Context: an optimization exercise on an open-source flow, tuned for small area, a short achievable clock period and few clock cycles per item. The choices shown serve that exercise and are no tape-out recipe. The RTL was checked by simulation tests, not by an equivalence proof against the original design. No activity file was given, so power comes from the tool's default toggle rates.

==> flow/design.v <==
package stt_pkg;
  localparam int unsigned LineBits   = 16;
  localparam int unsigned ColBits    = 16;
  localparam int unsigned OffsetBits = 32;
  localparam int unsigned LengthBits = 16;
  localparam int unsigned KindBits   = 5;
  typedef logic [LineBits-1:0]   line_t;
  typedef logic [ColBits-1:0]    col_t;
  typedef logic [OffsetBits-1:0] offset_t;
  typedef logic [LengthBits-1:0] length_t;
  localparam logic [7:0] ChNul   = 8'h00;
  localparam logic [7:0] ChTab   = 8'h09;
  localparam logic [7:0] ChLf    = 8'h0A;
  localparam logic [7:0] ChCr    = 8'h0D;
  localparam logic [7:0] ChSpace = 8'h20;
  localparam logic [7:0] ChBang  = 8'h21;
  localparam logic [7:0] ChDot   = 8'h2E;
  localparam logic [7:0] ChEq    = 8'h3D;
  localparam logic [7:0] ChUnder = 8'h5F;
  typedef enum logic [KindBits-1:0] {
    TK_ILLEGAL  = 5'd0,
    TK_EOF      = 5'd1,
    TK_IDENT    = 5'd2,
    TK_INT      = 5'd3,
    TK_DOUBLE   = 5'd4,
    TK_ASSIGN   = 5'd5,
    TK_EQ       = 5'd6,
    TK_BANG     = 5'd7,
    TK_NOT_EQ   = 5'd8,
    TK_PLUS     = 5'd9,
    TK_MINUS    = 5'd10,
    TK_ASTERISK = 5'd11,
    TK_SLASH    = 5'd12,
    TK_MODULO   = 5'd13,
    TK_SEMI     = 5'd14,
    TK_LPAREN   = 5'd15,
    TK_RPAREN   = 5'd16,
    TK_COMMA    = 5'd17,
    TK_LBRACE   = 5'd18,
    TK_RBRACE   = 5'd19,
    TK_LT       = 5'd20,
    TK_GT       = 5'd21
  } token_kind_e;
  typedef enum logic [2:0] {
    MODE_IDLE   = 3'd0,
    MODE_IDENT  = 3'd1,
    MODE_NUM    = 3'd2,
    MODE_NUMDOT = 3'd3,
    MODE_EQ     = 3'd4,
    MODE_BANG   = 3'd5
  } scan_mode_e;
  typedef struct packed {
    token_kind_e kind;
    line_t       line;
    col_t        col;
    offset_t     offset;
    length_t     len;
    logic        last;
  } tok_t;
  function automatic logic is_alpha(input logic [7:0] c);
    is_alpha = ((c >= 8'h61 && c <= 8'h7A) || (c >= 8'h41 && c <= 8'h5A) || (c == stt_pkg::ChUnder));
  endfunction
  function automatic logic is_digit(input logic [7:0] c);
    is_digit = (c >= 8'h30 && c <= 8'h39);
  endfunction
  function automatic logic is_space(input logic [7:0] c);
    is_space = ((c == stt_pkg::ChSpace) || (c == stt_pkg::ChTab) || (c == stt_pkg::ChLf) || (c == stt_pkg::ChCr));
  endfunction
  function automatic token_kind_e single_kind(input logic [7:0] c);
    token_kind_e k;
    unique case (c)
      8'h2B:   k = stt_pkg::TK_PLUS;
      8'h2D:   k = stt_pkg::TK_MINUS;
      8'h2A:   k = stt_pkg::TK_ASTERISK;
      8'h2F:   k = stt_pkg::TK_SLASH;
      8'h25:   k = stt_pkg::TK_MODULO;
      8'h3B:   k = stt_pkg::TK_SEMI;
      8'h28:   k = stt_pkg::TK_LPAREN;
      8'h29:   k = stt_pkg::TK_RPAREN;
      8'h2C:   k = stt_pkg::TK_COMMA;
      8'h7B:   k = stt_pkg::TK_LBRACE;
      8'h7D:   k = stt_pkg::TK_RBRACE;
      8'h3C:   k = stt_pkg::TK_LT;
      8'h3E:   k = stt_pkg::TK_GT;
      default: k = stt_pkg::TK_ILLEGAL;
    endcase
    single_kind = k;
  endfunction
  localparam int unsigned TokBits = KindBits + LineBits + ColBits + OffsetBits + LengthBits + 1;
  function automatic logic [TokBits-1:0] mk_tok(input token_kind_e kind, input line_t line,
                                                input col_t col, input offset_t offset,
                                                input length_t len);
    mk_tok = {kind, line, col, offset, len, 1'b0};
  endfunction
endpackage
module source_text_tokenizer (
  input  logic                             clk_i,
  input  logic                             rst_ni,
  input  logic                             txt_valid_i,
  output logic                             txt_ready_o,
  input  logic [7:0]                       txt_char_i,
  input  logic                             txt_end_i,
  output logic                             tok_valid_o,
  input  logic                             tok_ready_i,
  output logic [stt_pkg::KindBits-1:0]     tok_kind_o,
  output logic [stt_pkg::LineBits-1:0]     tok_line_o,
  output logic [stt_pkg::ColBits-1:0]      tok_col_o,
  output logic [stt_pkg::OffsetBits-1:0]   tok_offset_o,
  output logic [stt_pkg::LengthBits-1:0]   tok_length_o,
  output logic                             tok_last_o
);
  typedef struct packed {
    logic       e;
    logic       al;
    logic       dg;
    logic       dt;
    logic       eq;
    logic       bg;
    logic       lf;
    logic       sg;
    logic [4:0] sk;
  } cls_t;
  typedef struct packed {
    logic id;
    logic num;
    logic dot;    
    logic op;     
  } mode_t;
  typedef struct packed {
    logic       v;       
    logic       sa;      
    logic       sb;      
    logic       last;
    logic       fin;     
    logic       stp;     
    logic       lrun;    
    logic [1:0] lsm;     
    logic [4:0] kind;
  } pres_t;
  function automatic cls_t classify(input logic [7:0] c, input logic end_i);
    cls_t r;
    logic e;
    e    = end_i || (c == stt_pkg::ChNul);
    r.e  = e;
    r.al = !e && stt_pkg::is_alpha(c);
    r.dg = !e && stt_pkg::is_digit(c);
    r.dt = !e && (c == stt_pkg::ChDot);
    r.eq = !e && (c == stt_pkg::ChEq);
    r.bg = !e && (c == stt_pkg::ChBang);
    r.lf = !e && (c == stt_pkg::ChLf);
    r.sg = !e && !stt_pkg::is_alpha(c) && !stt_pkg::is_digit(c) && !stt_pkg::is_space(c) &&
           (c != stt_pkg::ChEq) && (c != stt_pkg::ChBang);
    r.sk = stt_pkg::single_kind(c);
    classify = r;
  endfunction
  function automatic pres_t present(input cls_t x, input logic vld, input mode_t m,
                                    input logic bang, input logic seen, input logic ph);
    pres_t r;
    logic hold_dot, a_ex, c_ex, c_idle, special, sp_x;
    hold_dot = m.num && x.dt && !seen;
    a_ex     = (m.id && !x.al) || (m.num && !x.dg && !hold_dot) || (m.dot && !x.dg) || m.op;
    c_ex     = x.e || (x.sg && !hold_dot);
    c_idle   = x.e || x.sg;
    special  = m.dot && !x.dg;
    sp_x     = !(x.e || x.al || x.dg || x.eq || x.bg || x.sg);
    r.sa     = a_ex && !ph;
    r.sb     = special && ph;
    r.v      = vld && (a_ex || c_ex);
    if (r.sa) begin
      r.last = !special && !c_ex;
      r.fin  = !special && !c_ex;
      r.stp  = 1'b0;
      r.lrun = !m.op;
      r.lsm  = {x.eq, !x.eq};
      if (m.id)       r.kind = stt_pkg::TK_IDENT;
      else if (m.op)  r.kind = bang ? (x.eq ? stt_pkg::TK_NOT_EQ : stt_pkg::TK_BANG)
                                    : (x.eq ? stt_pkg::TK_EQ : stt_pkg::TK_ASSIGN);
      else            r.kind = (m.num && seen) ? stt_pkg::TK_DOUBLE : stt_pkg::TK_INT;
    end else if (r.sb) begin
      r.last = !c_idle;
      r.fin  = sp_x;
      r.stp  = !sp_x;
      r.lrun = 1'b0;
      r.lsm  = 2'd1;
      r.kind = stt_pkg::TK_ILLEGAL;
    end else begin
      r.last = 1'b1;
      r.fin  = 1'b1;
      r.stp  = 1'b0;
      r.lrun = 1'b0;
      r.lsm  = {1'b0, !x.e};
      r.kind = x.e ? stt_pkg::TK_EOF : x.sk;
    end
    present = r;
  endfunction
  logic cur_vld_q, skd_vld_q, cur_vld_d;
  cls_t cur_q, skd_q, in_cls, cur_d;
  mode_t            mode_q, mode_d;
  logic             bang_q, bang_d;    
  logic             seen_q, seen_d;    
  stt_pkg::line_t   line_q, line_d;
  stt_pkg::col_t    col_q, col_d, tsc_q;
  stt_pkg::offset_t off_q, off_d, tso_q;
  stt_pkg::length_t run_q, run_d;
  logic             ph_q, ph_d;        
  logic             ctop_q, otop_q;    
  pres_t            pr_q, pr_d;
  logic hold_dot, absorbed, start;
  logic take, consume, step, cur_free, in_xfer;
  logic adv, two, lf_adv, radv;
  logic off_top, col_top, run_top, oc1, cc1, rc1;
  assign hold_dot = mode_q.num && cur_q.dt && !seen_q;
  assign absorbed = (mode_q.id && cur_q.al) || (mode_q.num && cur_q.dg) || hold_dot ||
                    (mode_q.dot && cur_q.dg) || (mode_q.op && cur_q.eq);
  assign start    = !cur_q.e && !absorbed && (cur_q.al || cur_q.dg || cur_q.eq || cur_q.bg);
  assign tok_valid_o  = pr_q.v;
  assign tok_kind_o   = pr_q.kind;
  assign tok_last_o   = pr_q.last;
  assign tok_line_o   = line_q;
  assign tok_col_o    = pr_q.sa ? tsc_q : {col_q[15:1], col_q[0] || (pr_q.sb && ctop_q)};
  assign tok_offset_o = pr_q.sa ? tso_q : {off_q[31:1], off_q[0] || (pr_q.sb && otop_q)};
  assign tok_length_o = pr_q.lrun ? run_q : {14'd0, pr_q.lsm};
  assign take     = pr_q.v && tok_ready_i;
  assign step     = take && pr_q.stp;
  assign consume  = (cur_vld_q && !pr_q.v) || (take && pr_q.fin);
  assign cur_free = !cur_vld_q || consume;
  assign txt_ready_o = !skd_vld_q;
  assign in_xfer     = txt_valid_i && !skd_vld_q;
  assign in_cls      = classify(txt_char_i, txt_end_i);
  assign adv    = step || (consume && !cur_q.e && !hold_dot);
  assign two    = consume && mode_q.dot;
  assign lf_adv = consume && cur_q.lf;
  assign radv   = consume && (mode_q.id || mode_q.num || mode_q.dot) && absorbed && !hold_dot;
  assign off_top = &off_q[31:1];
  assign col_top = &col_q[15:1];
  assign run_top = &run_q[15:1];
  assign oc1     = adv && !off_top && (two || off_q[0]);
  assign cc1     = adv && !col_top && (two || col_q[0]);
  assign rc1     = radv && !run_top && (mode_q.dot || run_q[0]);
  always_comb begin
    cur_vld_d = cur_vld_q;
    cur_d     = cur_q;
    if (cur_free) begin
      cur_vld_d = skd_vld_q || in_xfer;
      cur_d     = skd_vld_q ? skd_q : in_cls;
    end
    ph_d = ph_q;
    if (consume || step) begin
      ph_d = 1'b0;
    end else if (take) begin
      ph_d = 1'b1;
    end
    off_d[0] = adv ? (off_top || (off_q[0] ^ !two)) : off_q[0];
    for (int i = 1; i < 32; i++) begin
      off_d[i] = off_q[i] ^ (oc1 && (&(off_q | ~((32'd1 << i) - 32'd2))));
    end
    line_d[0] = line_q[0] ^ (lf_adv && !(&line_q));
    for (int i = 1; i < 16; i++) begin
      line_d[i] = line_q[i] ^ (lf_adv && !(&line_q) && (&(line_q | ~((16'd1 << i) - 16'd1))));
    end
    col_d[0] = lf_adv || (adv ? (col_top || (col_q[0] ^ !two)) : col_q[0]);
    for (int i = 1; i < 16; i++) begin
      col_d[i] = !lf_adv && (col_q[i] ^ (cc1 && (&(col_q | ~((16'd1 << i) - 16'd2)))));
    end
    if (consume && start) begin
      run_d = stt_pkg::length_t'(1);
    end else begin
      run_d[0] = radv ? (run_top || (run_q[0] ^ !mode_q.dot)) : run_q[0];
      for (int i = 1; i < 16; i++) begin
        run_d[i] = run_q[i] ^ (rc1 && (&(run_q | ~((16'd1 << i) - 16'd2))));
      end
    end
    mode_d = mode_q;
    bang_d = bang_q;
    seen_d = seen_q;
    if (step) begin
      mode_d.dot = 1'b0;
    end else if (consume) begin
      mode_d.id  = start ? cur_q.al : (mode_q.id && cur_q.al);
      mode_d.num = start ? cur_q.dg : (mode_q.num && cur_q.dg) || (mode_q.dot && cur_q.dg);
      mode_d.dot = hold_dot;
      mode_d.op  = start && (cur_q.eq || cur_q.bg);
      if (start) begin
        bang_d = cur_q.bg;
        seen_d = 1'b0;
      end else if (mode_q.dot && cur_q.dg) begin
        seen_d = 1'b1;
      end
    end
    pr_d = present(cur_d, cur_vld_d, mode_d, bang_d, seen_d, ph_d);
  end
  always_ff @(posedge clk_i or negedge rst_ni) begin
    if (!rst_ni) begin
      cur_vld_q <= 1'b0;
      skd_vld_q <= 1'b0;
      ph_q      <= 1'b0;
      mode_q    <= '0;
      line_q    <= stt_pkg::line_t'(1);
      col_q     <= stt_pkg::col_t'(1);
      off_q     <= '0;
      pr_q.v    <= 1'b0;
    end else begin
      cur_vld_q <= cur_vld_d;
      skd_vld_q <= cur_free ? 1'b0 : (skd_vld_q || in_xfer);
      ph_q      <= ph_d;
      mode_q    <= mode_d;
      line_q    <= line_d;
      col_q     <= col_d;
      off_q     <= off_d;
      pr_q.v    <= pr_d.v;
    end
  end
  always_ff @(posedge clk_i) begin
    cur_q  <= cur_d;
    if (!skd_vld_q) begin
      skd_q <= in_cls;
    end
    if (consume && start) begin
      tsc_q <= col_q;
      tso_q <= off_q;
    end
    run_q  <= run_d;
    bang_q <= bang_d;
    seen_q <= seen_d;
    ctop_q <= col_top;
    otop_q <= off_top;
    {pr_q.sa, pr_q.sb, pr_q.last, pr_q.fin, pr_q.stp, pr_q.lrun, pr_q.lsm, pr_q.kind} <=
      {pr_d.sa, pr_d.sb, pr_d.last, pr_d.fin, pr_d.stp, pr_d.lrun, pr_d.lsm, pr_d.kind};
  end
endmodule
==> flow/flow/run.sh <==
#!/bin/bash
# The standard layout (standard.sh, the standard flow's own ORFS run) with these ORFS
# settings changed; make's full output goes to make.log here, each ORFS step's
# log to orfs/logs.
set -euo pipefail
export BUFFER_PORTS_ARGS="-buffer_cell sky130_fd_sc_hd__buf_1"
export SKIP_GATE_CLONING=1
bash standard.sh > make.log 2>&1
==> flow/standard.sh <==
#!/bin/bash
# synth_recipe.tcl (not shown) runs the flow's synth.tcl, then flattens the netlist and writes it again
# the make line also repeats each setting of config.mk as NAME=value (left out here)
make -C /OpenROAD-flow-scripts/flow DESIGN_CONFIG=/design/flow/config.mk WORK_HOME=/design/flow/orfs CLKGATE_MAP_FILE= SYNTH_SCRIPT=/design/flow/synth_recipe.tcl "${@:-finish}"
==> flow/config.mk <==
export PLATFORM = sky130hd
export DESIGN_NAME = source_text_tokenizer
export DESIGN_NICKNAME = source_text_tokenizer
export VERILOG_FILES = /design/flow/design.v
export SDC_FILE = /design/flow/constraint.sdc
export NUM_CORES = 4
export LEC_CHECK = 0
export CAP_MARGIN = 20
export CORE_MARGIN = 2
export CORE_UTILIZATION = 45
export CTS_BUF_LIST = sky130_fd_sc_hd__clkbuf_8
export SETUP_SLACK_MARGIN = 2.3
export SLEW_MARGIN = 20
==> flow/constraint.sdc <==
create_clock -name core_clock -period 5.0 [get_ports {clk_i}]
set_input_delay 1.0000 -clock core_clock [delete_from_list [all_inputs] [get_ports {clk_i}]]
set_output_delay 1.0000 -clock core_clock [all_outputs]
set_load 0.01 [all_outputs]
==> results of run 1 <==
repair_timing:
item | 4_1_cts | 5_1_grt
setup endpoints to repair | 61 | 51
buffers inserted | 4 | 9
cloned | 0 | 0
resized for setup | 19 | 28
pin swaps | 1 | 2
power groups by stage:
stage | clock network, mW | logic (mW) | registers [mW]
after floorplan | 0 | 1.00 | 1.92
after global placement | 0 | 1.28 | 2.00
after detailed placement | 0 | 1.31 | 2.01
after CTS | 0.979 | 1.41 | 1.96
after global routing | 1.05 | 1.60 | 2.00
final | 0.946 | 1.47 | 1.97
sequential cells by signal (all words and copies together), names as in the netlist, 4 cells and up:
signal  cells
tsc_q      16
pr_q       14
tso_q      32
off_q      32
skd_q      13
run_q      16
mode_q      4
line_q     16
cur_q      13
col_q      16
cell type report:
type / count / area [sq um]
flip-flops and latches: 179 / 4440
fillers: 1606 / 8510
multi-input cells: 495 / 3510
inverters: 20 / 81.3
clock buffers: 17 / 234
repair buffers: 117 / 568
clock inverters: 15 / 144
well taps: 229 / 287
per-stage QoR:
| step | setup slack [ns] | instances | power [mW] | util, % |
|---|---|---|---|---|
| floorplan | 2.30 | 724 | 2.93 | - |
| finish | 2.36 | 1072 | 4.38 | 52.1 |
| global placement | 1.50 | 1027 | 3.28 | 48.7 |
| detailed placement | 1.42 | 1027 | 3.31 | 48.7 |
| CTS | 2.28 | 1063 | 4.35 | 51.4 |
| global route | 2.28 | 1072 | 4.65 | 52.1 |
worst max-delay path, cell delays in order, from the launching register on:
cell and delay, ns:
dfxtp_4 0.38, buf_12 0.15, buf_6 0.18, mux2_2 0.35, buf_1 0.13
cell usage after synthesis, drive strengths merged (3+ instances only):
cell	number	area, sq um
edfxtp	49	1470
inv	19	71.3
nand2	57	214
a41oi	4	35.0
a2bb2oi	3	26.3
nor2	60	225
nand4	18	113
clkbuf	18	68.8
o22ai	3	18.8
dfxtp	58	1160
mux2	54	608
dfrtp	70	1750
a211oi	4	40.0
nand3b	4	30.0
and2	25	161
nor3	15	75.1
nand2b	7	43.8
xnor2	32	280
buf	12	82.6
ha	8	100
o211ai	3	22.5
a21oi	20	100
nor3b	6	55.1
a22o	3	26.3
a31oi	6	58.8
o21ai	20	100
and4	3	26.3
nor4	6	43.8
nand3	38	190
xor2	36	315
nor2b	8	50.1
and3	9	57.6
path summary, 6_finish.rpt:
check	end	startpoint
min in group asynchronous	col_q[12]	rst_ni
worst min register to register	cur_q[4]	cur_q[4]
worst max-delay path	tok_col_o[2]	pr_q[12]
worst max register to register	pr_q[1]	mode_q[3]
max in group asynchronous	skd_vld_q	rst_ni
worst min-delay path	cur_q[4]	cur_q[4]
cells by family (layout without fill, tap and decap cells):
family | count (synthesis) | in the layout | share of synthesized area [%]
and+or+nand+nor | 268 | 268 | 17.2
muxes | 56 | 56 | 7.77
DFF | 179 | 179 | 54.9
buffers and inverters | 50 | 169 | 2.82
adders and majority gates | 8 | 8 | 1.24
AOI/OAI and AO/OA | 95 | 95 | 8.71
xor gates and xnor gates | 68 | 68 | 7.36
metal layers:
metal / global-route usage (%) / up-vias
met2: 29.1 / 133
met1: 24.4 / 2771
li1: - / 2789
met4: 6.18 / 0
met3: 3.91 / 20
met5: 0 / -
==> impl_metrics.py, run 1 <==
metrics = {
    "synthesis": {
        "synth_seq_cells": 179,
        "syn_inst": 724,
        "synth_area_sq_um": 8090,
        "synth.distinct_cells": 75,
        "syn_avg_cell_area_sq_um": 11.2,
        "ys_seq_area_share_pct": 54.9,
        "ys_warn_count": 1,
        "ys.flop_type": "dfrtp_1",
        "async_reset_ff_share_pct": 40.2,
        "synth_edf_count": 49,
        "syn_nets": 745,
    },
    "grt": {
        "grt_max_degree": 73,
        "grt_util_all_layers_pct": 18.0,
        "antenna_found_initial": 0,
        "grt_pass1_vias": 5557,
        "grt_pass1_wl_mm": 28.2,
        "overflow": 0,
    },
    "sta": {
        "report.final.slew_viol_count": 0,
        "clock.fmax_mhz": 378,
        "setup_viol_count_final": 0,
        "finClkSkew_ns": 0.0149,
        "fin_tns_setup_ns": 0,
        "relSlewSlack_pct": 31.5,
        "tightest_slew_ns": 1.02,
        "period_needed_ns": 2.64,
        "hold_viol_final": 0,
        "min_period_over_period_pct": 52.9,
        "hold_slack_ns": 0.440,
        "rsz0062_at_grt": "true",
    },
    "worst_setup_path": {
        "worstPathArrival_ns": 1.64,
        "cp-end-kind": "output port",
        "path_max_fanout": 12,
        "critPathRequiredTime_ns": 4.00,
        "r2r_cells": 9,
        "reg2reg_setup_slack_ns": 2.39,
        "critical_path_class": "flip-flop to output port",
        "critPathLaunchType": "flip-flop",
    },
    "die": {
        "die_h_um": 138,
        "coreArea_sq_um": 17800,
        "rows": 49,
        "ios": 101,
        "initial_core_util_pct": 45.5,
        "design.die.area_sq_um": 19100,
        "die_w_um": 138,
    },
    "route": {
        "drt-total-wl_mm": 17.2,
        "antenna_left": 0,
        "top_layer": "met4",
        "wl_met2_mm": 8.44,
        "wire_per_inst_um": 16.0,
        "wl_met1_mm": 7.81,
        "vias": 5713,
        "firstDrtPassIters": 4,
        "wl_met3_um": 628,
        "drt_iter0_markers": 264,
        "via_per_inst": 5.33,
        "route.detailed.drc": 0,
    },
    "power_and_ir_drop": {
        "leakage_nw": 3.76,
        "peakVddDrop_mv": 0.204,
        "internal-power_mw": 2.86,
        "share_comb_of_total_power_pct": 33.5,
        "p_per_area_nw_per_um2": 473,
        "p_clk_share_pct": 21.6,
        "pwr-share-seq_pct": 44.9,
        "swShare_pct": 34.9,
        "p_sw_mw": 1.53,
    },
    "clock_tree": {
        "cts_made_buffers": 17,
        "cts_hold_buf": 0,
        "cts.clk_slew.worst_paths_ns": 0.08,
        "clk_latency_ns": 0.45,
        "cts_tree": "done",
        "htreeDepth": 4,
        "cts.sinks": 179,
        "root_buffer": "clkbuf_8",
        "cts_buffer_depth": 2,
    },
    "cells_and_area": {
        "nets": 851,
        "syn_to_final_growth_pct": 14.6,
        "final_area_sq_um": 9270,
        "layout_common_cells": "90 x buf_1, 69 x dfrtp_1, 59 x nor2_1",
        "final_common_cell": "buf_1",
        "diodes": 0,
        "drive_gt1_share_pct": 18.1,
    },
    "placement": {
        "gp_congestion": 0.879,
        "placed_area_sq_um": 8650,
        "hpwlAfterDp_mm": 11.6,
        "numPortBuffers": 100,
    },
    "hold_path": {
        "hold_class": "flip-flop to flip-flop",
        "whs_path_depth": 2,
    },
    "status": {
        "outcome": "complete, no violations",
    },
    "flow_run": {
        "drv_cap": 0,
    },
}
Testbench counts, summed over its fixed seeds: cycles 24,838, bytes 24,017.
==> inputs of run 2 (changes only) <==
--- a/flow/design.v
+++ b/flow/design.v
@@ -194,6 +194,6 @@
     present = r;
   endfunction
-  logic cur_vld_q, skd_vld_q, cur_vld_d;
-  cls_t cur_q, skd_q, in_cls, cur_d;
+  logic cur_vld_q, cur_vld_d;
+  cls_t cur_q, in_cls, cur_d;
   mode_t            mode_q, mode_d;
   logic             bang_q, bang_d;    
@@ -225,6 +225,6 @@
   assign consume  = (cur_vld_q && !pr_q.v) || (take && pr_q.fin);
   assign cur_free = !cur_vld_q || consume;
-  assign txt_ready_o = !skd_vld_q;
-  assign in_xfer     = txt_valid_i && !skd_vld_q;
+  assign txt_ready_o = cur_free;
+  assign in_xfer     = txt_valid_i && cur_free;
   assign in_cls      = classify(txt_char_i, txt_end_i);
   assign adv    = step || (consume && !cur_q.e && !hold_dot);
@@ -242,6 +242,6 @@
     cur_d     = cur_q;
     if (cur_free) begin
-      cur_vld_d = skd_vld_q || in_xfer;
-      cur_d     = skd_vld_q ? skd_q : in_cls;
+      cur_vld_d = txt_valid_i;
+      cur_d     = in_cls;
     end
     ph_d = ph_q;
@@ -293,5 +293,4 @@
     if (!rst_ni) begin
       cur_vld_q <= 1'b0;
-      skd_vld_q <= 1'b0;
       ph_q      <= 1'b0;
       mode_q    <= '0;
@@ -302,5 +301,4 @@
     end else begin
       cur_vld_q <= cur_vld_d;
-      skd_vld_q <= cur_free ? 1'b0 : (skd_vld_q || in_xfer);
       ph_q      <= ph_d;
       mode_q    <= mode_d;
@@ -313,7 +311,4 @@
   always_ff @(posedge clk_i) begin
     cur_q  <= cur_d;
-    if (!skd_vld_q) begin
-      skd_q <= in_cls;
-    end
     if (consume && start) begin
       tsc_q <= col_q;
--- a/flow/config.mk
+++ b/flow/config.mk
@@ -8,5 +8,5 @@
 export CAP_MARGIN = 20
 export CORE_MARGIN = 2
-export CORE_UTILIZATION = 45
+export CORE_UTILIZATION = 40
 export CTS_BUF_LIST = sky130_fd_sc_hd__clkbuf_8
 export SETUP_SLACK_MARGIN = 2.3
==> impl_metrics.py, run 2 <==
metrics = {
    "synthesis": {
        "synth_seq_cells": 165,
        "syn_inst": 712,
        "ys_top_cells_by_area": "dfrtp_1 22%, edfxtp_1 19%, dfxtp_1 12%, mux2_2 6.8%, xnor2_1 4.9%",
        "ys_warn_count": 1,
        "yosysMostFrequentCell": "dfrtp_1",
        "synth.distinct_cells": 79,
        "synth_area_sq_um": 7810,
        "syn_avg_cell_area_sq_um": 11.0,
        "async_reset_ff_share_pct": 43.0,
        "synth_edf_count": 49,
        "syn_nets": 733,
        "synth_area_leader_cell": "dfrtp_1",
        "ys.flop_type": "dfrtp_1",
        "synth_commonest_cells": "69 x dfrtp_1, 52 x nand2_1, 49 x edfxtp_1",
        "ys_seq_area_share_pct": 53.2,
        "yosys.area.top_type_share_pct": 22.1,
    },
    "die": {
        "die_w_um": 144,
        "rows": 51,
        "design.die.area_sq_um": 20700,
        "die_h_um": 144,
        "initial_core_util_pct": 40.4,
        "coreArea_sq_um": 19300,
        "ios": 101,
    },
    "route": {
        "drt-total-wl_mm": 16.7,
        "vias": 5614,
        "firstDrtPassIters": 4,
        "wire_per_inst_um": 15.2,
        "antenna_left": 0,
        "drt_iter0_markers": 329,
        "via_per_inst": 5.14,
        "route.detailed.drc": 0,
    },
    "worst_setup_path": {
        "crit_slowest_cell": "and2_4",
        "cp-end-kind": "output port",
        "critPathLaunchType": "input pin",
        "worst-path-buf-inv": 3,
        "critPathRequiredTime_ns": 4.00,
        "crit_chain": "buf_2 -> and2_4 -> nor2_4 -> clkinv_4 -> buf_1",
        "r2r_cells": 7,
        "path_max_fanout": 8,
        "worstReg2RegStart": "mode_q[3]",
        "crit_family": "buffers and inverters",
        "critPathMaxStageDelay_ns": 0.17,
        "worstPathArrival_ns": 1.64,
        "startpoint": "tok_ready_i",
        "cp-endpoint": "txt_ready_o",
        "r2r_end": "pr_q[5]",
        "cp_num_cells": 5,
        "reg2reg_setup_slack_ns": 2.43,
        "critical_path_class": "input pin to output port",
    },
    "power_and_ir_drop": {
        "leakage_nw": 3.64,
        "pwr-share-seq_pct": 51.3,
        "p_sw_mw": 0.878,
        "swShare_pct": 28.3,
        "peakVddDrop_mv": 0.171,
        "p_per_area_nw_per_um2": 339,
        "share_comb_of_total_power_pct": 16.0,
        "p_total_mw": 3.10,
        "p_clk_share_pct": 32.7,
        "internal-power_mw": 2.22,
    },
    "sta": {
        "tightest_slew_ns": 0.951,
        "report.final.slew_viol_count": 0,
        "setup_viol_count_final": 0,
        "period_needed_ns": 2.64,
        "min_period_over_period_pct": 52.9,
        "rsz0062_at_grt": "true",
        "fin_tns_setup_ns": 0,
        "hold_viol_final": 0,
        "relSlewSlack_pct": 36.6,
        "clock.fmax_mhz": 378,
        "finClkSkew_ns": 0.0185,
    },
    "cells_and_area": {
        "drive_gt1_share_pct": 17.8,
        "layout_common_cells": "92 x buf_1, 68 x dfrtp_1, 52 x nand2_1",
        "reg_top3": "off_q x32, tso_q x32",
        "nets": 836,
        "final_util_pct": 47.3,
        "diodes": 0,
        "syn_to_final_growth_pct": 17.0,
        "final_area_sq_um": 9140,
        "final_common_cell": "buf_1",
        "fin_cells": 1093,
    },
    "placement": {
        "numPortBuffers": 100,
        "gp_congestion": 0.861,
        "placed_area_sq_um": 8470,
        "dp.cells": 1048,
        "hpwlAfterDp_mm": 11.3,
    },
    "clock_tree": {
        "clk_latency_ns": 0.47,
        "cts.sinks": 165,
        "cts_tree": "done",
        "cts.clk_slew.worst_paths_ns": 0.09,
        "cts_made_buffers": 17,
        "root_buffer": "clkbuf_8",
        "htreeDepth": 4,
        "cts_buffer_depth": 2,
    },
    "flow_run": {
        "drv_cap": 0,
    },
    "hold_path": {
        "min_from": "cur_q[4]",
        "hold_class": "flip-flop to flip-flop",
    },
    "grt": {
        "grt_util_all_layers_pct": 16.4,
        "overflow": 0,
        "grt_pass1_wl_mm": 26.5,
        "grt_max_degree": 72,
        "antenna_found_initial": 0,
        "grt_pass1_vias": 5166,
    },
    "status": {
        "outcome": "complete, no violations",
    },
}
==> run 2: cell families after synthesis <==
family                   synth area share (%)
AND/OR/NAND/NOR                          18.6
flip-flops                               53.2
AO/OA/AOI/OAI                            8.54
XOR/XNOR                                 7.40
buffers and inverters                    3.41
multiplexers                             7.61
adder cells (fa/ha/maj)                  1.28
==> run 2: cell type report <==
cell class / count / area (sq um)
tap: 265 / 332
clock buffer: 19 / 262
multi-input combinational: 484 / 3570
sequential: 165 / 4160
clock inverter: 13 / 158
timing repair buffer: 117 / 544
fill: 1809 / 10200
inverter: 30 / 118
==> run 2: per-layer routing <==
metal | vias up | part of all wire, % | GRT usage, %
met5 | - | 0 | 0
met4 | 0 | 1.5 | 6.09
met3 | 21 | 3.5 | 3.57
met2 | 102 | 48 | 26.5
met1 | 2721 | 47 | 21.7
li1 | 2770 | - | -
==> run 2: how the worst min path moves through the flow <==
stage                     slack [ns]         to  cells after the start
final                           0.46   cur_q[4]                      1
after global routing            0.50  tso_q[31]                      0
after detailed placement        0.45   cur_q[4]                      1
after floorplan                 0.42   cur_q[4]                      1
after global placement          0.45   cur_q[4]                      1
after CTS                       0.47   cur_q[4]                      1
==> run 2: power groups by stage <==
stage / clock network, mW / logic (mW) / registers [mW]
2_1_floorplan: 0 / 0.330 / 1.59
3_3_place_gp: 0 / 0.457 / 1.62
3_5_place_dp: 0 / 0.461 / 1.63
4_1_cts: 1.04 / 0.487 / 1.59
5_1_grt: 1.10 / 0.552 / 1.61
6_report: 1.01 / 0.496 / 1.59
==> run 2: timing repair <==
| item | 4_1_cts | 5_1_grt |
|---|---|---|
| gates cloned | 0 | 0 |
| pin swaps | 2 | 3 |
| gates resized for setup | 18 | 22 |
| setup buffers | 8 | 5 |
| hold buffers | 0 | 0 |
| setup endpoints to repair | 69 | 60 |
| hold endpoints to repair | 0 | 0 |
==> run 2: metrics by stage <==
stage / worst slack [ns] / hold slack (ns)
finish: 2.36 / 0.464
global route: 2.26 / 0.496
CTS: 2.29 / 0.471
detailed placement: 1.30 / 0.450
global placement: 1.34 / 0.446
floorplan: 2.20 / 0.417
Testbench counts of run 2, summed over its fixed seeds: cycles 24,838, bytes 24,017.
==> inputs of run 3 (changes only) <==
--- a/flow/config.mk
+++ b/flow/config.mk
@@ -10,4 +10,4 @@
 export CORE_UTILIZATION = 40
 export CTS_BUF_LIST = sky130_fd_sc_hd__clkbuf_8
-export SETUP_SLACK_MARGIN = 2.3
+export SETUP_SLACK_MARGIN = 2.4
 export SLEW_MARGIN = 20
==> impl_metrics.py, run 3 <==
metrics = {
    "die": {
        "initial_core_util_pct": 40.4,
        "design.die.area_sq_um": 20700,
        "rows": 51,
        "die_w_um": 144,
        "die_h_um": 144,
        "coreArea_sq_um": 19300,
        "ios": 101,
    },
    "cells_and_area": {
        "reg_top3": "off_q x32, tso_q x32",
        "syn_to_final_growth_pct": 17.4,
        "layout_common_cells": "89 x buf_1, 68 x dfrtp_1, 52 x nand2_1",
        "drive_gt1_share_pct": 18.6,
        "nets": 837,
        "final_common_cell": "buf_1",
        "diodes": 0,
        "final_util_pct": 47.4,
        "fin_cells": 1094,
    },
    "worst_setup_path": {
        "cp-end-kind": "output port",
        "worst-path-buf-inv": 2,
        "path_max_fanout": 27,
        "critical_path_class": "flip-flop to output port",
        "critPathRequiredTime_ns": 4.00,
        "crit_chain": "buf_12 -> mux2_2 -> buf_1",
        "crit_slowest_cell": "dfxtp_4",
        "critPathMaxStageDelay_ns": 0.43,
        "crit_family": "flip-flops",
        "critPathLaunchType": "flip-flop",
        "worstPathArrival_ns": 1.61,
    },
    "synthesis": {
        "syn_inst": 712,
        "async_reset_ff_share_pct": 43.0,
        "synth_commonest_cells": "69 x dfrtp_1, 52 x nand2_1, 49 x edfxtp_1",
        "ys_seq_area_share_pct": 53.2,
        "synth.distinct_cells": 79,
        "synth_area_leader_cell": "dfrtp_1",
        "ys.flop_type": "dfrtp_1",
        "synth_area_sq_um": 7810,
        "synth_seq_cells": 165,
        "yosysMostFrequentCell": "dfrtp_1",
        "yosys.area.top_type_share_pct": 22.1,
        "syn_nets": 733,
        "ys_top_cells_by_area": "dfrtp_1 22%, edfxtp_1 19%, dfxtp_1 12%, mux2_2 6.8%, xnor2_1 4.9%",
        "ys_warn_count": 1,
        "synth_edf_count": 49,
        "syn_avg_cell_area_sq_um": 11.0,
    },
    "clock_tree": {
        "cts.clk_slew.worst_paths_ns": 0.09,
        "cts.sinks": 165,
        "htreeDepth": 4,
        "root_buffer": "clkbuf_8",
        "cts_made_buffers": 17,
        "clk_latency_ns": 0.46,
        "cts_buffer_depth": 2,
        "cts_tree": "done",
    },
    "sta": {
        "hold_viol_final": 0,
        "min_period_over_period_pct": 52.2,
        "clock.fmax_mhz": 383,
        "period_needed_ns": 2.61,
        "setup_viol_count_final": 0,
        "report.final.slew_viol_count": 0,
        "rsz0062_at_grt": "true",
        "fin_tns_setup_ns": 0,
        "tightest_slew_ns": 0.970,
        "finClkSkew_ns": 0.0157,
        "relSlewSlack_pct": 35.3,
    },
    "grt": {
        "overflow": 0,
        "grt_util_all_layers_pct": 16.7,
        "antenna_found_initial": 0,
        "grt_max_degree": 72,
        "grt_pass1_vias": 5321,
        "grt_pass1_wl_mm": 27.1,
    },
    "route": {
        "firstDrtPassIters": 5,
        "drt-total-wl_mm": 16.7,
        "wire_per_inst_um": 15.3,
        "route.detailed.drc": 0,
        "via_per_inst": 5.21,
        "vias": 5700,
        "antenna_left": 0,
        "drt_iter0_markers": 307,
    },
    "placement": {
        "gp_congestion": 0.833,
        "hpwlAfterDp_mm": 11.2,
        "dp.cells": 1048,
        "numPortBuffers": 100,
    },
    "hold_path": {
        "hold_class": "flip-flop to flip-flop",
    },
    "flow_run": {
        "drv_cap": 0,
    },
    "power_and_ir_drop": {
        "leakage_nw": 3.67,
        "peakVddDrop_mv": 0.160,
        "p_per_area_nw_per_um2": 333,
        "p_total_mw": 3.06,
    },
    "status": {
        "outcome": "complete, no violations",
    },
}
==> run 3: cell count changes in the layout (fill, tap and decap cells not counted), moves of 3 or more <==
| cell | before | now |
|---|---|---|
| clkbuf_4 | 4 | 0 |
| buf_6 | 1 | 8 |
| inv_6 | 0 | 3 |
| buf_1 | 92 | 89 |
==> run 3: final timing paths <==
kind,start,to,slack (ns),cells past startpoint
max in group asynchronous,rst_ni,pr_q[13],3.67,1
max,pr_q[12],tok_col_o[13],2.39,3
min in group asynchronous,rst_ni,off_q[8],0.68,1
min,cur_q[4],cur_q[4],0.47,1
max reg2reg,cur_q[11],tsc_q[9],2.57,4
min reg2reg,cur_q[4],cur_q[4],0.47,1
==> run 3: metal layers <==
metal / GRT usage, % / part of all wire [%] / up-vias
met4: 6.04 / 1.4 / 0
met2: 26.9 / 48 / 133
met1: 22.1 / 47 / 2775
met5: 0 / 0 / -
met3: 3.67 / 3.8 / 19
li1: - / - / 2773
==> run 3: cell families after synthesis <==
group                      share of synthesized area, %
and+or+nand+nor                                    18.6
buffers and inverters                              3.41
xor gates and xnor gates                           7.40
AOI/OAI and AO/OA                                  8.54
adders and majority gates                          1.28
muxes                                              7.61
DFF                                                53.2
==> run 3: report_power, final <==
part / internal (mW) / switching [mW]
sequential: 1.49 / 0.0978
combinational: 0.214 / 0.283
clock: 0.461 / 0.509
==> run 3: repair_timing <==
item                                    CTS  global route
resized for setup                        34            19
setup buffers                            10             4
pin swaps                                 4             5
hold buffers                              0             0
endpoints found under the setup margin  102           105
==> run 3: layout make-up <==
class | count | area [sq um]
Tap cell | 265 | 332
Clock inverter | 14 | 150
Fill cell | 1816 | 10200
Clock buffer | 18 | 248
Timing Repair Buffer | 118 | 594
Inverter | 30 | 118
Sequential cell | 165 | 4160
Multi-Input combinational cell | 484 | 3570
==> run 3: stage by stage <==
stage	cell area, sq um	setup WS (ns)	hold slack, ns
finish	9170	2.39	0.467
CTS	9060	2.33	0.480
detailed placement	8470	1.30	0.459
global placement	8470	1.35	0.449
floorplan	7900	2.20	0.417
global route	9170	2.29	0.509
==> inputs of run 4 (changes only) <==
--- a/flow/config.mk
+++ b/flow/config.mk
@@ -10,4 +10,4 @@
 export CORE_UTILIZATION = 40
 export CTS_BUF_LIST = sky130_fd_sc_hd__clkbuf_8
-export SETUP_SLACK_MARGIN = 2.4
+export SETUP_SLACK_MARGIN = 2.5
 export SLEW_MARGIN = 20
==> impl_metrics.py, run 4 <==
metrics = {
    "die": {
        "coreArea_sq_um": 19300,
        "die_h_um": 144,
        "design.die.area_sq_um": 20700,
        "rows": 51,
        "ios": 101,
        "die_w_um": 144,
        "initial_core_util_pct": 40.4,
    },
    "worst_setup_path": {
        "worstPathArrival_ns": 1.61,
        "critPathLaunchType": "flip-flop",
        "critPathRequiredTime_ns": 4.00,
        "critPathMaxStageDelay_ns": 0.36,
        "cp-end-kind": "output port",
        "critical_path_class": "flip-flop to output port",
        "crit_chain": "buf_12 -> buf_16 -> mux2_2 -> buf_1",
        "crit_slowest_cell": "dfxtp_2",
        "path_max_fanout": 26,
    },
    "synthesis": {
        "ys_seq_area_share_pct": 53.2,
        "synth.distinct_cells": 79,
        "syn_avg_cell_area_sq_um": 11.0,
        "ys_warn_count": 1,
        "synth_edf_count": 49,
        "yosys.area.top_type_share_pct": 22.1,
        "yosysMostFrequentCell": "dfrtp_1",
        "synth_area_sq_um": 7810,
        "synth_seq_cells": 165,
        "synth_commonest_cells": "69 x dfrtp_1, 52 x nand2_1, 49 x edfxtp_1",
        "synth_area_leader_cell": "dfrtp_1",
        "syn_nets": 733,
        "syn_inst": 712,
        "async_reset_ff_share_pct": 43.0,
        "ys_top_cells_by_area": "dfrtp_1 22%, edfxtp_1 19%, dfxtp_1 12%, mux2_2 6.8%, xnor2_1 4.9%",
        "ys.flop_type": "dfrtp_1",
    },
    "sta": {
        "fin_tns_setup_ns": 0,
        "report.final.slew_viol_count": 0,
        "finClkSkew_ns": 0.0142,
        "rsz0062_at_grt": "true",
        "relSlewSlack_pct": 37.4,
        "clock.fmax_mhz": 383,
        "setup_viol_count_final": 0,
        "min_period_over_period_pct": 52.3,
        "tightest_slew_ns": 0.939,
        "hold_viol_final": 0,
        "period_needed_ns": 2.61,
    },
    "power_and_ir_drop": {
        "p_total_mw": 3.18,
        "leakage_nw": 3.81,
        "p_sw_mw": 0.931,
        "pwr-share-seq_pct": 50.1,
        "p_clk_share_pct": 32.6,
        "p_per_area_nw_per_um2": 336,
        "peakVddDrop_mv": 0.169,
        "swShare_pct": 29.3,
        "share_comb_of_total_power_pct": 17.3,
        "internal-power_mw": 2.25,
    },
    "flow_run": {
        "drv_cap": 0,
    },
    "cells_and_area": {
        "reg_top3": "off_q x32, tso_q x32",
        "nets": 851,
        "final_area_sq_um": 9450,
        "layout_common_cells": "82 x buf_1, 66 x dfrtp_1, 52 x nand2_1",
        "syn_to_final_growth_pct": 21.0,
        "diodes": 0,
        "final_common_cell": "buf_1",
        "drive_gt1_share_pct": 21.8,
    },
    "clock_tree": {
        "cts_hold_buf": 0,
        "cts_buffer_depth": 2,
        "htreeDepth": 4,
        "cts_tree": "done",
        "cts_made_buffers": 17,
        "cts.sinks": 165,
        "root_buffer": "clkbuf_8",
        "clk_latency_ns": 0.47,
        "cts.clk_slew.worst_paths_ns": 0.09,
    },
    "placement": {
        "gp_congestion": 0.836,
        "placed_area_sq_um": 8480,
        "numPortBuffers": 100,
        "hpwlAfterDp_mm": 11.1,
    },
    "route": {
        "drt-total-wl_mm": 17.5,
        "vias": 5738,
        "firstDrtPassIters": 5,
        "route.detailed.drc": 0,
        "wire_per_inst_um": 15.8,
        "drt_iter0_markers": 316,
        "antenna_left": 0,
        "via_per_inst": 5.18,
    },
    "hold_path": {
        "hold_class": "flip-flop to flip-flop",
    },
    "grt": {
        "grt_util_all_layers_pct": 17.5,
        "grt_pass1_wl_mm": 28.4,
        "overflow": 0,
        "grt_pass1_vias": 5436,
        "grt_max_degree": 72,
        "antenna_found_initial": 0,
    },
    "status": {
        "outcome": "complete, no violations",
    },
}
[run 4: changes by cell type in the layout (fill, tap and decap cells not counted), moves of 3 or more]
cell     previous run  this run
buf_4              16        28
buf_1              89        82
buf_12              1         4
buf_2               2         5
o21ai_0            20        17
[run 4: per-stage QoR]
stage / worst slack [ns] / hold slack, ns / util, % / std cells
finish: 2.39 / 0.462 / 48.9 / 1108
global route: 2.31 / 0.500 / 48.9 / 1108
CTS: 2.35 / 0.470 / 47.9 / 1095
detailed placement: 1.28 / 0.449 / 43.8 / 1047
global placement: 1.35 / 0.448 / 43.8 / 1047
floorplan: 2.20 / 0.417 / - / 712
[run 4: worst paths after layout]
path / from / endpoint / slack (ns) / depth (start not counted)
worst max-delay path: pr_q[12] / tok_offset_o[19] / 2.39 / 4
worst max register to register: mode_q[3] / pr_q[5] / 2.55 / 7
min in group asynchronous: rst_ni / off_q[9] / 0.66 / 1
worst min-delay path: cur_q[4] / cur_q[4] / 0.46 / 1
worst min register to register: cur_q[4] / cur_q[4] / 0.46 / 1
max in group asynchronous: rst_ni / pr_q[13] / 3.68 / 1
[run 4: cells by family (layout without fill, tap and decap cells)]
kind of cell / Yosys count / count (layout) / share of synthesized area [%]
xor gates and xnor gates: 66 / 66 / 7.40
and+or+nand+nor: 264 / 264 / 18.6
DFF: 165 / 165 / 53.2
muxes: 53 / 53 / 7.61
adders and majority gates: 8 / 8 / 1.28
buffers and inverters: 63 / 194 / 3.41
AOI/OAI and AO/OA: 93 / 93 / 8.54
[run 4: worst max-delay path, delay by kind of cell, from the launching register on]
family | cells | cell delay (ns)
buffers and inverters | 3 | 0.41
flip-flops | 1 | 0.36
multiplexers | 1 | 0.35
[run 4: area by class of cell]
class	instances	area, sq um
repair buffers	132	781
clock buffers	17	234
fillers	1801	9880
multi-input cells	484	3630
clock inverters	15	194
inverters	30	118
well taps	265	332
flip-flops and latches	165	4160
[run 4: metal layers]
metal,GRT usage (%),vias to the layer above,routed length [um]
met3,3.53,25,565
met5,0,-,0
li1,-,2803,-
met1,23.9,2799,8200
met4,6.45,0,319
met2,27.7,111,8400
[run 4: timing repair]
action,in CTS,in global routing
cloned,0,0
pin swaps,8,10
setup buffers,16,13
gates resized for setup,61,18
endpoints found under the setup margin,158,131
[run 4: power groups by stage]
stage / combinational (mW) / sequential [mW] / clock [mW]
2_1_floorplan: 0.331 / 1.59 / 0
3_3_place_gp: 0.464 / 1.62 / 0
3_5_place_dp: 0.471 / 1.62 / 0
4_1_cts: 0.529 / 1.59 / 1.07
5_1_grt: 0.609 / 1.61 / 1.12
6_report: 0.550 / 1.59 / 1.03
==> inputs of run 5 (changes only) <==
--- a/flow/flow/run.sh
+++ b/flow/flow/run.sh
@@ -5,4 +5,3 @@
 set -euo pipefail
 export BUFFER_PORTS_ARGS="-buffer_cell sky130_fd_sc_hd__buf_1"
-export SKIP_GATE_CLONING=1
 bash standard.sh > make.log 2>&1
==> impl_metrics.py, run 5 <==
metrics = {
    "status": {
        "outcome": "complete, no violations",
    },
    "worst_setup_path": {
        "crit_slowest_cell": "dfxtp_4",
        "critical_path_class": "flip-flop to output port",
        "startpoint": "pr_q[12]",
        "critPathMostFrequentCell": "buf_6",
        "cp-end-kind": "output port",
        "path_max_fanout": 7,
        "reg2reg_setup_slack_ns": 2.49,
        "cp_num_cells": 4,
        "worst-path-buf-inv": 3,
        "critPathLaunchType": "flip-flop",
        "crit_chain": "buf_6 -> buf_16 -> mux2_4 -> buf_6",
        "r2r_end": "pr_q[13]",
        "cp-endpoint": "tok_offset_o[20]",
        "worstReg2RegStart": "mode_q[3]",
        "crit_family": "flip-flops",
        "critPathRequiredTime_ns": 4.00,
        "r2r_cells": 7,
        "critPathMaxStageDelay_ns": 0.44,
        "worstPathArrival_ns": 1.63,
    },
    "route": {
        "vias": 5771,
        "drt-total-wl_mm": 18.1,
        "firstDrtPassIters": 4,
        "route.detailed.drc": 0,
        "antenna_left": 0,
        "wire_per_inst_um": 16.2,
        "via_per_inst": 5.17,
        "drt_iter0_markers": 287,
    },
    "clock_tree": {
        "cts_hold_buf": 0,
        "cts.sinks": 165,
        "htreeDepth": 4,
        "clk_latency_ns": 0.47,
        "root_buffer": "clkbuf_8",
        "cts_tree": "done",
        "cts_made_buffers": 17,
        "cts.clk_slew.worst_paths_ns": 0.09,
        "cts_buffer_depth": 2,
    },
    "synthesis": {
        "yosysMostFrequentCell": "dfrtp_1",
        "syn_avg_cell_area_sq_um": 11.0,
        "async_reset_ff_share_pct": 43.0,
        "synth.distinct_cells": 79,
        "synth_edf_count": 49,
        "syn_inst": 712,
        "synth_commonest_cells": "69 x dfrtp_1, 52 x nand2_1, 49 x edfxtp_1",
        "yosys.area.top_type_share_pct": 22.1,
        "synth_seq_cells": 165,
        "ys_seq_area_share_pct": 53.2,
        "ys_warn_count": 1,
        "synth_area_leader_cell": "dfrtp_1",
        "syn_nets": 733,
        "ys_top_cells_by_area": "dfrtp_1 22%, edfxtp_1 19%, dfxtp_1 12%, mux2_2 6.8%, xnor2_1 4.9%",
        "synth_area_sq_um": 7810,
        "ys.flop_type": "dfrtp_1",
    },
    "sta": {
        "min_period_over_period_pct": 52.5,
        "rsz0062_at_grt": "true",
        "tightest_slew_ns": 0.936,
        "finClkSkew_ns": 0.0144,
        "relSlewSlack_pct": 37.6,
        "hold_viol_final": 0,
        "fin_ws_ns": 2.37,
        "setup_viol_count_final": 0,
        "report.final.slew_viol_count": 0,
        "fin_tns_setup_ns": 0,
        "period_needed_ns": 2.63,
        "clock.fmax_mhz": 381,
    },
    "cells_and_area": {
        "syn_to_final_growth_pct": 26.6,
        "fill_cells": 1739,
        "reg_top3": "off_q x32, tso_q x32",
        "diodes": 0,
        "final_common_cell": "buf_1",
        "nets": 860,
        "drive_gt1_share_pct": 25.5,
        "layout_common_cells": "67 x buf_1, 66 x dfrtp_1, 49 x nand2_1, 49 x edfxtp_1, 44 x xnor2_1",
    },
    "grt": {
        "grt_max_degree": 72,
        "grt_pass1_vias": 5483,
        "grt_util_all_layers_pct": 17.8,
        "overflow": 0,
        "grt_pass1_wl_mm": 28.7,
        "antenna_found_initial": 0,
    },
    "placement": {
        "numPortBuffers": 100,
        "place_ws_ns": 1.28,
        "gp_congestion": 0.836,
        "hpwlAfterDp_mm": 11.1,
    },
    "hold_path": {
        "hold_class": "flip-flop to flip-flop",
        "min_from": "cur_q[4]",
        "whs_path_depth": 1,
    },
    "die": {
        "design.die.area_sq_um": 20700,
        "ios": 101,
        "die_w_um": 144,
        "die_h_um": 144,
        "coreArea_sq_um": 19300,
        "initial_core_util_pct": 40.4,
        "rows": 51,
    },
    "power_and_ir_drop": {
        "peakVddDrop_mv": 0.176,
        "p_per_area_nw_per_um2": 332,
        "leakage_nw": 4.01,
        "p_total_mw": 3.28,
    },
    "flow_run": {
        "drv_cap": 0,
    },
}
run 5: cell counts after synthesis:
Identical to the previous run, type by type.
run 5: how the worst min path moves through the flow:
stage	to	slack, ns
5_1_grt	cur_q[4]	0.50
3_3_place_gp	cur_q[4]	0.45
4_1_cts	cur_q[4]	0.47
3_5_place_dp	cur_q[4]	0.45
6_report	cur_q[4]	0.46
2_1_floorplan	cur_q[4]	0.42
run 5: metrics by stage:
stage                     hold slack (ns)  instance area, sq um  utilization, %  instances
after floorplan                     0.417                  7920               -        712
after global placement              0.448                  8480            43.8       1047
after detailed placement            0.449                  8480            43.8       1047
after CTS                           0.470                  9420            48.7       1097
after global routing                0.500                  9890            51.1       1117
final                               0.462                  9890            51.1       1117
run 5: timing repair:
| action | CTS | global route |
|---|---|---|
| gates resized for setup | 90 | 76 |
| setup endpoints to repair | 158 | 133 |
| setup buffers | 14 | 19 |
| cloned | 4 | 1 |
| pin swaps | 9 | 18 |
run 5: layer usage:
layer | vias to the layer above | track usage, % | wire, um
met5 | - | 0 | 0
met4 | 0 | 5.99 | 250
met3 | 22 | 3.63 | 689
met2 | 93 | 28.4 | 8920
met1 | 2834 | 24.1 | 8260
li1 | 2822 | - | -
run 5: worst register-to-register path, delay by kind of cell, from the launching register on:
| kind | cells | cell delay, ns |
|---|---|---|
| compound gates | 4 | 1.54 |
| flops | 1 | 0.42 |
| simple gates | 2 | 0.34 |
| buf+inv | 1 | 0.10 |
run 5: cells by family (layout without fill, tap and decap cells):
family          after synthesis  in the layout  synth area share (%)
compound gates               93             93                  8.54
xor+xnor                     66             66                  7.40
fa+ha+maj                     8              8                  1.28
buf+inv                      63            203                  3.41
flops                       165            165                  53.2
mux                          53             53                  7.61
simple gates                264            264                  18.6
run 5: power by group:
group          leakage, nW  switching, mW  internal, mW
combinational         2.09          0.325         0.322
sequential            1.72          0.104          1.49
clock                0.206          0.532         0.506
run 5: cell type report:
class	count	area, sq um	area share (%)
clock buffers	17	234	2.37
flip-flops and latches	165	4160	42.1
multi-input cells	484	3780	38.3
well taps	265	332	3.35
repair buffers	141	1070	10.8
clock inverters	15	194	1.96
inverters	30	118	1.19
==> inputs of run 6 (changes only) <==
--- a/flow/config.mk
+++ b/flow/config.mk
@@ -10,4 +10,4 @@
 export CORE_UTILIZATION = 40
 export CTS_BUF_LIST = sky130_fd_sc_hd__clkbuf_8
-export SETUP_SLACK_MARGIN = 2.5
+export SETUP_SLACK_MARGIN = 3
 export SLEW_MARGIN = 20
==> impl_metrics.py, run 6 <==
metrics = {
    "status": {
        "outcome": "complete, no violations",
    },
    "grt": {
        "grt_pass1_wl_mm": 31.9,
        "overflow": 0,
        "antenna_found_initial": 0,
        "grt_pass1_vias": 6271,
        "grt_max_degree": 72,
        "grt_util_all_layers_pct": 19.9,
    },
    "power_and_ir_drop": {
        "p_per_area_nw_per_um2": 299,
        "peakVddDrop_mv": 0.184,
        "p_total_mw": 3.37,
        "leakage_nw": 4.78,
    },
    "worst_setup_path": {
        "worstPathArrival_ns": 1.62,
        "r2r_end": "pr_q[13]",
        "critPathLaunchType": "flip-flop",
        "r2r_cells": 7,
        "critPathMaxStageDelay_ns": 0.45,
        "worstReg2RegStart": "pr_q[13]",
        "critical_path_class": "flip-flop to output port",
        "crit_chain": "clkbuf_16 -> mux2_2 -> buf_1",
        "critPathRequiredTime_ns": 4.00,
        "cp-end-kind": "output port",
        "startpoint": "pr_q[12]",
        "reg2reg_setup_slack_ns": 2.50,
        "crit_slowest_cell": "dfxtp_4",
        "path_max_fanout": 13,
    },
    "synthesis": {
        "syn_inst": 712,
        "synth_area_sq_um": 7810,
        "yosysMostFrequentCell": "dfrtp_1",
        "synth_area_leader_cell": "dfrtp_1",
        "yosys.area.top_type_share_pct": 22.1,
        "synth_seq_cells": 165,
        "syn_nets": 733,
        "ys_seq_area_share_pct": 53.2,
        "ys_warn_count": 1,
        "syn_avg_cell_area_sq_um": 11.0,
        "ys_top_cells_by_area": "dfrtp_1 22%, edfxtp_1 19%, dfxtp_1 12%, mux2_2 6.8%, xnor2_1 4.9%",
        "async_reset_ff_share_pct": 43.0,
        "ys.flop_type": "dfrtp_1",
        "synth.distinct_cells": 79,
        "synth_edf_count": 49,
        "synth_commonest_cells": "69 x dfrtp_1, 52 x nand2_1, 49 x edfxtp_1",
    },
    "clock_tree": {
        "cts.sinks": 165,
        "cts_made_buffers": 17,
        "clk_latency_ns": 0.46,
        "root_buffer": "clkbuf_8",
        "htreeDepth": 4,
        "cts.clk_slew.worst_paths_ns": 0.10,
        "cts_hold_buf": 0,
        "cts_tree": "done",
        "cts_buffer_depth": 2,
    },
    "sta": {
        "tightest_slew_ns": 0.959,
        "relSlewSlack_pct": 36.0,
        "setup_viol_count_final": 0,
        "report.final.slew_viol_count": 0,
        "fin_tns_setup_ns": 0,
        "period_needed_ns": 2.62,
        "rsz0062_at_grt": "true",
        "hold_slack_ns": 0.459,
        "hold_viol_final": 0,
        "finClkSkew_ns": 0.0140,
        "min_period_over_period_pct": 52.3,
        "clock.fmax_mhz": 382,
    },
    "cells_and_area": {
        "multiInputGateArea_sq_um": 4410,
        "reg_top3": "off_q x32, tso_q x32",
        "final_common_cell": "buf_4",
        "diodes": 0,
        "syn_to_final_growth_pct": 44.2,
        "fin_cells": 1199,
        "nets": 942,
        "drive_gt1_share_pct": 43.6,
        "layout_common_cells": "72 x buf_4, 64 x dfrtp_1, 54 x buf_6",
        "seq_area_sq_um": 4170,
        "fill_cells": 1585,
        "final_area_sq_um": 11300,
    },
    "route": {
        "antenna_left": 0,
        "firstDrtPassIters": 5,
        "drt_iter0_markers": 335,
        "wire_per_inst_um": 17.9,
        "drt-total-wl_mm": 21.4,
        "via_per_inst": 5.32,
        "vias": 6383,
        "route.detailed.drc": 0,
    },
    "placement": {
        "placed_area_sq_um": 8790,
        "dp.cells": 1046,
        "numPortBuffers": 100,
        "gp_congestion": 0.832,
        "hpwlAfterDp_mm": 11.7,
    },
    "die": {
        "die_w_um": 144,
        "ios": 101,
        "initial_core_util_pct": 40.4,
        "coreArea_sq_um": 19300,
        "rows": 51,
        "design.die.area_sq_um": 20700,
        "die_h_um": 144,
    },
    "flow_run": {
        "drv_cap": 0,
    },
    "hold_path": {
        "whs_path_depth": 1,
        "hold_class": "flip-flop to flip-flop",
        "min_from": "cur_q[4]",
        "min_to": "cur_q[4]",
    },
}
-- run 6: cell count changes in the layout (fill, tap and decap cells not counted), moves of 10 or more --
| cell | change |
|---|---|
| mux2_2 | +17 |
| buf_4 | +39 |
| and2_1 | -11 |
| nand3_1 | -13 |
| buf_1 | -20 |
| and2_4 | +20 |
| buf_6 | +25 |
| clkbuf_2 | +15 |
| mux2_4 | -17 |
| nor3_1 | -10 |
-- run 6: power by group --
| group | leakage, nW | total, mW | internal, mW | switching [mW] |
|---|---|---|---|---|
| registers | 1.71 | 1.59 | 1.49 | 0.0995 |
| logic | 2.87 | 0.793 | 0.390 | 0.404 |
| clock network | 0.200 | 0.981 | 0.462 | 0.520 |
| total | 4.78 | 3.37 | 2.34 | 1.02 |
-- run 6: metal layers --
metal / wire length (um) / share of wire, % / track usage, % / vias up
met4: 606 / 2.8 / 7.74 / 0
met2: 10700 / 50 / 33.5 / 167
met1: 9320 / 43 / 25.2 / 3174
met5: 0 / 0 / 0 / -
met3: 817 / 3.8 / 3.87 / 45
li1: - / - / - / 2997
-- run 6: critical path: cells and delay by family, from the launching register on --
family,cells,cell delay [ns]
DFF,1,0.45
muxes,1,0.35
buffers and inverters,2,0.34
-- run 6: stage by stage --
step	util [%]	worst slack, ns
final	58.3	2.38
after global routing	58.3	2.32
after CTS	54.6	2.33
after detailed placement	45.5	1.23
after floorplan	-	2.21
after global placement	45.5	1.34
-- run 6: worst max path at each step --
stage / endpoint / slack (ns) / cells past startpoint
after floorplan: pr_q[5] / 2.21 / 7
after global placement: pr_q[5] / 1.34 / 7
after detailed placement: pr_q[5] / 1.23 / 7
after CTS: tok_col_o[14] / 2.33 / 3
after global routing: tok_col_o[8] / 2.32 / 3
final: tok_offset_o[29] / 2.38 / 3
-- run 6: kinds of logic after synthesis --
kind of cell             synth area share (%)
multiplexers                             7.61
flip-flops                               53.2
adder cells (fa/ha/maj)                  1.28
AND/OR/NAND/NOR                          18.6
XOR/XNOR                                 7.40
buffers and inverters                    3.41
AO/OA/AOI/OAI                            8.54
-- run 6: cell type report --
type	count	share of cell area (%)
flip-flops and latches	165	37.0
clock inverters	14	1.34
inverters	30	1.16
repair buffers	215	16.2
multi-input cells	492	39.2
clock buffers	18	2.20
well taps	265	2.94
-- run 6: repair_timing --
| action | in CTS | in global routing |
|---|---|---|
| cloned | 12 | 3 |
| setup buffers | 70 | 36 |
| pin swaps | 61 | 62 |
| endpoints found under the setup margin | 231 | 229 |
| resized for setup | 180 | 103 |
==> inputs of run 7 (changes only) <==
--- a/flow/flow/run.sh
+++ b/flow/flow/run.sh
@@ -5,3 +5,4 @@
 set -euo pipefail
 export BUFFER_PORTS_ARGS="-buffer_cell sky130_fd_sc_hd__buf_1"
+export SKIP_GATE_CLONING=1
 bash standard.sh > make.log 2>&1
--- a/flow/config.mk
+++ b/flow/config.mk
@@ -10,4 +10,4 @@
 export CORE_UTILIZATION = 40
 export CTS_BUF_LIST = sky130_fd_sc_hd__clkbuf_8
-export SETUP_SLACK_MARGIN = 3
+export SETUP_SLACK_MARGIN = 2.25
 export SLEW_MARGIN = 20
==> impl_metrics.py, run 7 <==
metrics = {
    "route": {
        "vias": 5600,
        "drt_iter0_markers": 333,
        "route.detailed.drc": 0,
        "wire_per_inst_um": 14.9,
        "firstDrtPassIters": 4,
        "drt-total-wl_mm": 16.3,
        "via_per_inst": 5.12,
        "antenna_left": 0,
    },
    "sta": {
        "setup_viol_count_final": 0,
        "period_needed_ns": 2.72,
        "hold_viol_final": 0,
        "fin_tns_setup_ns": 0,
        "min_period_over_period_pct": 54.5,
        "relSlewSlack_pct": 37.5,
        "report.final.slew_viol_count": 0,
        "clock.fmax_mhz": 367,
        "finClkSkew_ns": 0.0177,
        "rsz0062_at_grt": "true",
        "tightest_slew_ns": 0.938,
    },
    "die": {
        "die_h_um": 144,
        "ios": 101,
        "rows": 51,
        "coreArea_sq_um": 19300,
        "design.die.area_sq_um": 20700,
        "initial_core_util_pct": 40.4,
        "die_w_um": 144,
    },
    "synthesis": {
        "yosysMostFrequentCell": "dfrtp_1",
        "ys_top_cells_by_area": "dfrtp_1 22%, edfxtp_1 19%, dfxtp_1 12%, mux2_2 6.8%, xnor2_1 4.9%",
        "yosys.area.top_type_share_pct": 22.1,
        "synth-simple-area-share_pct": 18.6,
        "synth_area_leader_cell": "dfrtp_1",
        "synthAdderAreaFrac_pct": 1.28,
        "ys.flop_type": "dfrtp_1",
        "synth_xor_area_share_pct": 7.40,
        "muxShareOfSynthArea_pct": 7.61,
        "syn_nets": 733,
        "ys_seq_area_share_pct": 53.2,
        "synth_top_family_by_area": "simple AND/OR/NAND/NOR gates",
        "syn_avg_cell_area_sq_um": 11.0,
        "synth.distinct_cells": 79,
        "synth_seq_cells": 165,
        "ys_warn_count": 1,
        "synth_commonest_cells": "69 x dfrtp_1, 52 x nand2_1, 49 x edfxtp_1",
        "synth_area_sq_um": 7810,
        "synth_compound_area_share_pct": 8.54,
        "async_reset_ff_share_pct": 43.0,
        "syn_inst": 712,
        "synth_edf_count": 49,
    },
    "clock_tree": {
        "cts_buffer_depth": 2,
        "cts_tree": "done",
        "cts_hold_buf": 0,
        "root_buffer": "clkbuf_8",
        "clk_latency_ns": 0.45,
        "cts.sinks": 165,
        "htreeDepth": 4,
        "cts_made_buffers": 17,
        "cts.clk_slew.worst_paths_ns": 0.10,
    },
    "grt": {
        "antenna_found_initial": 0,
        "use_met3_pct": 3.97,
        "grt_pass1_wl_mm": 26.6,
        "busiest_layer": "met2",
        "grt_util_all_layers_pct": 16.3,
        "grt_pass1_vias": 5387,
        "gr-usage-met1_pct": 21.4,
        "overflow": 0,
        "grt_max_degree": 72,
        "use_met2_pct": 26.4,
    },
    "cells_and_area": {
        "syn_to_final_growth_pct": 16.0,
        "multiInputGateArea_sq_um": 3490,
        "seq_area_sq_um": 4160,
        "final_common_cell": "buf_1",
        "reg_top3": "off_q x32, tso_q x32",
        "nets": 836,
        "fin_cells": 1093,
        "fill_cells": 1791,
        "diodes": 0,
        "layout_common_cells": "93 x buf_1, 69 x dfrtp_1, 52 x nand2_1",
        "drive_gt1_share_pct": 16.8,
    },
    "status": {
        "outcome": "complete, no violations",
    },
    "worst_setup_path": {
        "critical_path_class": "input pin to flip-flop",
        "critPathLaunchType": "input pin",
        "cp-end-kind": "flip-flop",
        "reg2reg_setup_slack_ns": 2.42,
        "critPathRequiredTime_ns": 5.33,
        "path_max_fanout": 8,
        "worstPathArrival_ns": 3.06,
    },
    "power_and_ir_drop": {
        "peakVddDrop_mv": 0.217,
        "leakage_nw": 3.61,
        "p_per_area_nw_per_um2": 342,
    },
    "flow_run": {
        "drv_cap": 0,
    },
    "placement": {
        "gp_congestion": 0.842,
        "dp.cells": 1051,
        "numPortBuffers": 100,
        "hpwlAfterDp_mm": 11.1,
    },
    "hold_path": {
        "hold_class": "flip-flop to flip-flop",
    },
}
## run 7: final timing paths
path,start,endpoint,cells after the start
max in group asynchronous,rst_ni,line_q[3],1
worst min register to register,cur_q[4],cur_q[4],1
worst max register to register,pr_q[13],pr_q[13],7
min in group asynchronous,rst_ni,off_q[9],1
worst min-delay path,cur_q[4],cur_q[4],1
worst max-delay path,tok_ready_i,pr_q[13],8
## run 7: critical path, stage by stage
cell      delay, ns
buf_2          0.16
nand4b_1       0.21
and2_1         0.27
a221o_1        0.42
inv_1          0.09
nand3_1        0.08
a211o_1        0.35
o41a_2         0.47
## run 7: power by group
| group | internal [mW] | switching, mW | total, mW |
|---|---|---|---|
| clock network | 0.513 | 0.510 | 1.02 |
| logic | 0.205 | 0.279 | 0.484 |
| registers | 1.49 | 0.0971 | 1.59 |
| total | 2.21 | 0.886 | 3.09 |
## run 7: repair_timing
action | 4_1_cts | 5_1_grt
gates resized for setup | 22 | 10
buffers inserted | 6 | 4
cloned | 0 | 0
setup endpoints to repair | 64 | 21
pin swaps | 3 | 3
## run 7: through the flow
step	area, sq um	setup WS, ns	utilization [%]	total power [mW]	hold WS (ns)
finish	9060	2.28	46.9	3.09	0.474
global route	9060	2.21	46.9	3.25	0.487
CTS	8980	2.25	46.4	3.12	0.478
detailed placement	8460	1.18	43.7	2.08	0.454
global placement	8460	1.24	43.7	2.08	0.448
floorplan	7870	2.05	-	1.92	0.417
## run 7: area by class of cell
type | count | area share [%]
Sequential cell | 165 | 45.9
Multi-Input combinational cell | 484 | 38.6
Timing Repair Buffer | 117 | 5.95
Tap cell | 265 | 3.66
Clock buffer | 18 | 2.73
Clock inverter | 14 | 1.92
Inverter | 30 | 1.30
## run 7: layer usage
metal	wire length, um	share of wire [%]
met5	0	0
met4	180	1.1
met3	654	4.0
met2	7640	47
met1	7800	48
## run 7: logic make-up (layout without fill, tap and decap cells)
| logic type | after synthesis | in the layout |
|---|---|---|
| mux | 53 | 53 |
| simple gates | 264 | 264 |
| flops | 165 | 165 |
| fa+ha+maj | 8 | 8 |
| xor+xnor | 66 | 66 |
| buf+inv | 63 | 179 |
| compound gates | 93 | 93 |

-- afterwards: timing with drivers on the ports --
In the flow no input, the clock included, has a driving cell. The finished layouts below were timed again as built, in two steps.
Step 1 assumes that a clkbuf_16 drives the clock port and a buf_2 every other input.
Step 2, shift: input delay + t, output delay - t, t = (earliest + latest rising clock arrival at the registers) / 2. This alone moves slack from input paths to output paths.
a / b / c = no drivers / after step 1 / after step 2; a / b = the first two.
| run | shift t [ns] | setup WS [ns] | latest minus earliest clock arrival (ns) | cell pins on the clock port's net |
|---|---|---|---|---|
| run 1 | 0.476 | 2.357 / 2.320 / 1.914 | 0.015 / 0.015 | 1 |
| run 2 | 0.502 | 2.356 / 2.336 / 1.878 | 0.018 / 0.019 | 1 |
| run 3 | 0.489 | 2.389 / 2.351 / 1.916 | 0.016 / 0.016 | 1 |
| run 4 | 0.498 | 2.386 / 2.348 / 1.987 | 0.015 / 0.014 | 1 |
| run 5 | 0.502 | 2.373 / 2.335 / 1.924 | 0.015 / 0.015 | 1 |
| run 6 | 0.493 | 2.384 / 2.345 / 1.900 | 0.014 / 0.014 | 1 |
| run 7 | 0.480 | 2.277 / 2.258 / 1.797 | 0.019 / 0.019 | 1 |
After both steps setup and hold are still met in every run listed. For run 6, which loses most, drivers alone change the setup slack by -0.039 ns; drivers and shift together by -0.484 ns.
